Background: an optimization exercise with open tools, aiming at small area and a short achievable clock period. Do not read the settings as production practice. Power is estimated from default activity; no workload was simulated.

sierra:
==> flow/design.v <==
`default_nettype none
package alu_pkg;
	localparam int WIDTH   = 32;  
	localparam int LANES   = 4;   
	localparam int LATENCY = 3;   
	localparam int BLK     = 4;   
	localparam int NBLK    = WIDTH / BLK;
	typedef enum logic [2:0] {
		ADD = 3'd0,  
		SUB = 3'd1,  
		SEQ = 3'd2,  
		SNE = 3'd3,  
		SLT = 3'd4,  
		SGT = 3'd5,  
		SLE = 3'd6,  
		SGE = 3'd7   
	} alu_op_e;
endpackage
`default_nettype wire
`timescale 1ns/1ps
`default_nettype none
module op_dispatch (
	input  logic                                     clk,
	input  logic                                     arst_n,
	input  logic                                     in_valid,
	input  logic [2:0]                               op,
	input  logic [alu_pkg::LANES*alu_pkg::WIDTH-1:0] a_bus,
	input  logic [alu_pkg::LANES*alu_pkg::WIDTH-1:0] b_bus,
	output logic                                     req_valid,
	output logic [2:0]                               req_op,
	output logic                                     req_sub,   
	output logic [alu_pkg::LANES*alu_pkg::WIDTH-1:0] req_sum,   
	output logic [alu_pkg::LANES*alu_pkg::NBLK-1:0]  req_gen    
);
	localparam int WIDTH = alu_pkg::WIDTH;
	localparam int LANES = alu_pkg::LANES;
	localparam int BLK   = alu_pkg::BLK;
	localparam int NBLK  = alu_pkg::NBLK;
	logic                   sub;
	logic [LANES*WIDTH-1:0] b_eff;
	logic [LANES*WIDTH-1:0] sum_d;
	logic [LANES*NBLK-1:0]  gen_d;
	assign sub   = (op != alu_pkg::ADD);  
	assign b_eff = b_bus ^ {(LANES*WIDTH){sub}};
	genvar j;
	generate
		for (j = 0; j < LANES*NBLK; j++)
		begin : g_blk
			assign {gen_d[j], sum_d[j*BLK +: BLK]} =
				{1'b0, a_bus[j*BLK +: BLK]} + {1'b0, b_eff[j*BLK +: BLK]};
		end
	endgenerate
	always_ff @(posedge clk or negedge arst_n)
	begin
		if (!arst_n)
			req_valid <= 1'b0;
		else
			req_valid <= in_valid;
	end
	always_ff @(posedge clk)
	begin
		req_op  <= op;
		req_sub <= sub;
		req_sum <= sum_d;
		req_gen <= gen_d;
	end
endmodule
`default_nettype wire
`timescale 1ns/1ps
`default_nettype none
module alu_lane (
	input  logic                      clk,
	input  logic [2:0]                req_op,
	input  logic                      req_sub,   
	input  logic [alu_pkg::WIDTH-1:0] req_sum,   
	input  logic [alu_pkg::NBLK-1:0]  req_gen,   
	output logic [alu_pkg::WIDTH-1:0] result,
	output logic                      cout,
	output logic                      zero
);
	localparam int WIDTH = alu_pkg::WIDTH;
	localparam int BLK   = alu_pkg::BLK;
	localparam int NBLK  = alu_pkg::NBLK;
	localparam int LVLS  = $clog2(NBLK);
	logic             use_set;
	logic [NBLK-1:0]  prop;       
	logic [NBLK:0]    carry;      
	logic [WIDTH-1:0] sum;
	logic             sum_zero;
	logic             set_bit;
	logic [WIDTH-1:0] lane_res;
	assign use_set = req_op[2] | req_op[1];
	logic [NBLK-1:0] gg [LVLS+1];
	logic [NBLK-1:0] pp [LVLS+1];
	genvar j, l;
	generate
		for (j = 0; j < NBLK; j++)
		begin : g_blk
			assign prop[j] = &req_sum[j*BLK +: BLK];
			if (j == 0)
			begin : g_first
				assign gg[0][j] = req_gen[j] | (prop[j] & req_sub);
				assign pp[0][j] = 1'b0;
			end
			else
			begin : g_rest
				assign gg[0][j] = req_gen[j];
				assign pp[0][j] = prop[j];
			end
		end
		for (l = 0; l < LVLS; l++)
		begin : g_lvl
			for (j = 0; j < NBLK; j++)
			begin : g_node
				if (j >= (1 << l))
				begin : g_comb
					assign gg[l+1][j] = gg[l][j] | (pp[l][j] & gg[l][j-(1<<l)]);
					assign pp[l+1][j] = pp[l][j] & pp[l][j-(1<<l)];
				end
				else
				begin : g_pass
					assign gg[l+1][j] = gg[l][j];
					assign pp[l+1][j] = pp[l][j];
				end
			end
		end
	endgenerate
	assign carry[0] = req_sub;  
	assign carry[NBLK:1] = gg[LVLS];
	generate
		for (j = 0; j < NBLK; j++)
		begin : g_sum
			assign sum[j*BLK +: BLK] = req_sum[j*BLK +: BLK] + {{(BLK-1){1'b0}}, carry[j]};
		end
	endgenerate
	assign sum_zero = (sum == '0);
	always_comb
	begin
		case (req_op)
			alu_pkg::SEQ: set_bit = sum_zero;
			alu_pkg::SNE: set_bit = ~sum_zero;
			alu_pkg::SLT: set_bit = ~carry[NBLK];
			alu_pkg::SGT: set_bit = carry[NBLK] & ~sum_zero;
			alu_pkg::SLE: set_bit = ~carry[NBLK] | sum_zero;
			default:      set_bit = carry[NBLK];  
		endcase
		lane_res = use_set ? {{(WIDTH-1){1'b0}}, set_bit} : sum;
	end
	always_ff @(posedge clk)
	begin
		result <= lane_res;
		cout   <= carry[NBLK];  
		zero   <= use_set ? ~set_bit : sum_zero;
	end
endmodule
`default_nettype wire
`timescale 1ns/1ps
`default_nettype none
module result_collect (
	input  logic                                     clk,
	input  logic                                     arst_n,
	input  logic                                     req_valid,
	input  logic [alu_pkg::LANES*alu_pkg::WIDTH-1:0] res_result,
	input  logic [alu_pkg::LANES-1:0]                res_cout,
	input  logic [alu_pkg::LANES-1:0]                res_zero,
	output logic                                     out_valid,
	output logic [alu_pkg::LANES*alu_pkg::WIDTH-1:0] result_bus,
	output logic [alu_pkg::LANES-1:0]                carry_bus,
	output logic [alu_pkg::LANES-1:0]                zero_bus
);
	logic res_valid;
	always_ff @(posedge clk or negedge arst_n)
	begin
		if (!arst_n)
		begin
			res_valid <= 1'b0;
			out_valid <= 1'b0;
		end
		else
		begin
			res_valid <= req_valid;
			out_valid <= res_valid;
		end
	end
	always_ff @(posedge clk)
	begin
		result_bus <= res_result;
		carry_bus  <= res_cout;
		zero_bus   <= res_zero;
	end
endmodule
`default_nettype wire
`timescale 1ns/1ps
`default_nettype none
module alu_array_top (
	input  logic         clk,
	input  logic         arst_n,
	input  logic         in_valid,
	input  logic [2:0]   op,          
	input  logic [127:0] a_bus,       
	input  logic [127:0] b_bus,
	output logic         out_valid,
	output logic [127:0] result_bus,
	output logic [3:0]   carry_bus,
	output logic [3:0]   zero_bus
);
	localparam int WIDTH = alu_pkg::WIDTH;
	localparam int LANES = alu_pkg::LANES;
	localparam int NBLK  = alu_pkg::NBLK;
	logic                   req_valid;
	logic [2:0]             req_op;
	logic                   req_sub;
	logic [LANES*WIDTH-1:0] req_sum;
	logic [LANES*NBLK-1:0]  req_gen;
	logic [LANES*WIDTH-1:0] res_result;
	logic [LANES-1:0]       res_cout;
	logic [LANES-1:0]       res_zero;
	op_dispatch u_dispatch (
		.clk       (clk),
		.arst_n    (arst_n),
		.in_valid  (in_valid),
		.op        (op),
		.a_bus     (a_bus),
		.b_bus     (b_bus),
		.req_valid (req_valid),
		.req_op    (req_op),
		.req_sub   (req_sub),
		.req_sum   (req_sum),
		.req_gen   (req_gen)
	);
	genvar i;
	generate
		for (i = 0; i < LANES; i++)
		begin : g_lane
			alu_lane u_lane (
				.clk     (clk),
				.req_op  (req_op),
				.req_sub (req_sub),
				.req_sum (req_sum[i*WIDTH +: WIDTH]),
				.req_gen (req_gen[i*NBLK +: NBLK]),
				.result  (res_result[i*WIDTH +: WIDTH]),
				.cout    (res_cout[i]),
				.zero    (res_zero[i])
			);
		end
	endgenerate
	result_collect u_collect (
		.clk        (clk),
		.arst_n     (arst_n),
		.req_valid  (req_valid),
		.res_result (res_result),
		.res_cout   (res_cout),
		.res_zero   (res_zero),
		.out_valid  (out_valid),
		.result_bus (result_bus),
		.carry_bus  (carry_bus),
		.zero_bus   (zero_bus)
	);
endmodule
`default_nettype wire
==> flow/config.mk <==
export PLATFORM = sky130hd
export DESIGN_NAME = alu_array_top
export DESIGN_NICKNAME = alu_array_top
export VERILOG_FILES = /design/flow/design.v
export SDC_FILE = /design/flow/constraint.sdc
export NUM_CORES = 4
export LEC_CHECK = 0
export ABC_AREA = 1
export CAP_MARGIN = 20
export CORE_MARGIN = 2
export CORE_UTILIZATION = 40
export SLEW_MARGIN = 20
==> flow/constraint.sdc <==
create_clock -name core_clock -period 18.0 [get_ports {clk}]
set_input_delay 3.6000 -clock core_clock [delete_from_list [all_inputs] [get_ports {clk}]]
set_output_delay 3.6000 -clock core_clock [all_outputs]
set_load 0.01 [all_outputs]
standard.sh (not shown) runs the stock make flow with config.mk's settings and CLKGATE_MAP_FILE= SYNTH_SCRIPT=/design/flow/synth_recipe.tcl, a recipe that flattens the netlist after the stock synthesis.
==> flow/flow/run.sh <==
#!/bin/bash
# The standard layout, with the smallest buffer on every port instead of the
# one buffer_ports picks on its own, a clock tree of smaller buffers without
# dummy loads, and timing repair that aims well below the clock period.
set -euo pipefail
export BUFFER_PORTS_ARGS="-buffer_cell sky130_fd_sc_hd__buf_1"
export CTS_ARGS="-sink_clustering_enable -repair_clock_nets -dont_use_dummy_load -buf_list {sky130_fd_sc_hd__clkbuf_4 sky130_fd_sc_hd__clkbuf_8}"
export SETUP_SLACK_MARGIN=13.2
bash standard.sh > standard.log 2>&1
## Diff of input files: raven against sierra
diff --git a/flow/design.v b/flow/design.v
--- a/flow/design.v
+++ b/flow/design.v
@@ -1,12 +1,12 @@
 `default_nettype none
 package alu_pkg;
 	localparam int WIDTH   = 32;  
 	localparam int LANES   = 4;   
 	localparam int LATENCY = 3;   
-	localparam int BLK     = 4;   
+	localparam int BLK     = 2;   
 	localparam int NBLK    = WIDTH / BLK;
 	typedef enum logic [2:0] {
 		ADD = 3'd0,  
 		SUB = 3'd1,  
 		SEQ = 3'd2,  
 		SNE = 3'd3,  
Results
Overall global routing resource usage delta (sierra -> raven): insignificant
From sierra to raven the numbers moved as follows: number of nets in the finished design now sits higher, design area now larger.
Count of multi-input gates went down by more than 10% going from sierra to raven.
raven — buffering stage count on the worst path with inverters included 1 higher, sierra as reference
raven vs. sierra: part of the total power dissipated in sequential elements went up by 1.1 points.
Having completed the whole flow, raven delivered a layout that passed the timing, DRC and antenna checks.
sierra finished end to end and its layout was clean on timing, DRC and antenna.
Delta(sum of internal, switching and leakage power, raven - sierra) > 0
Summary — number of inserted diodes, raven relative to sierra: higher, by 1.
Net switching power of the design delta (raven − sierra): favourable
For the delay contributed by the slowest stage of the critical path, raven came in 0.08 ns higher than sierra did.
raven against sierra: combinational share of power shows a reduction of 2.9 points; routed wire length shows an increase of 2.4%; share of the clock period used by the worst path shows a reduction of 0.20 points.
Function was not checked in any run of this note: the RTL went through the layout flow alone.

Starts from the design.v that is shown in full above.
clock: 18.0 ns
lec_check: 0
cap_margin: 20
core_margin: 2
core_utilization: 40
slew_margin: 20
==> flow/flow/run.sh <==
#!/bin/bash
# The standard layout, with the smallest buffer on every port instead of the
# one buffer_ports picks on its own, and a clock tree of smaller buffers
# without dummy loads.
set -euo pipefail
export BUFFER_PORTS_ARGS="-buffer_cell sky130_fd_sc_hd__buf_1"
export CTS_ARGS="-sink_clustering_enable -repair_clock_nets -dont_use_dummy_load -buf_list {sky130_fd_sc_hd__clkbuf_4 sky130_fd_sc_hd__clkbuf_8}"
bash standard.sh > standard.log 2>&1
The starting point finished clean.
Rerun with:
--- a/flow/design.v
+++ b/flow/design.v
@@ -3,7 +3,7 @@
 	localparam int WIDTH   = 32;  
 	localparam int LANES   = 4;   
 	localparam int LATENCY = 3;   
-	localparam int BLK     = 4;   
+	localparam int BLK     = 2;   
 	localparam int NBLK    = WIDTH / BLK;
 	typedef enum logic [2:0] {
 		ADD = 3'd0,  
=> Design area is higher by a few percent; clock skew is higher by 0.011 ns; power grows by a few percent; setup slack improved by 0.16 ns; cell count went up by a little under a tenth; clock power came out higher by a few percent; die area came out higher by a few percent; utilization fell by 0.41 points; sequential share of layout area goes up by 1.7 points; global-route usage increases by 0.77 points; critical path depth decreases by 1; synthesized area rises by a few percent; non-clock buffer count rises by 1.
No run of this note included a check of the RTL's function; only the layout flow was run.

-- afterwards: timing with drivers on the ports --
No port has a modelled driver above. Below, the same layouts with a new extraction and two added sets of constraints. Step 1 sets driving cells, clkbuf_16 on the clock port and buf_2 on the other inputs (assumed; they add their load-dependent delay and slew). Step 2 times the ports against the registers' clock, not the clock port: input delays grow and output delays shrink by t, the midpoint of the rising clock arrivals with the driver on. Slacks: ideal / step 1 / step 2; pairs: ideal / step 1.
run | t, ns | setup WS [ns] | worst setup path at the end | worst slew at a driven data input, ns | cell pins on the clock port's net
sierra | 0.660 | 13.088 / 13.098 / 12.438 | input to register | 0.07 | 1
raven | 0.662 | 13.124 / 13.105 / 12.443 | input to register | 0.10 | 1
the first run of note 2 | 0.636 | 12.547 / 12.573 / 11.937 | input to register | 0.07 | 1
the second run of note 2 | 0.657 | 12.711 / 12.734 / 12.077 | input to register | 0.07 | 1
After both steps every run listed still meets setup and hold. The setup slack of raven, which loses most, moves by -0.019 ns with the drivers and by -0.681 ns with both steps.
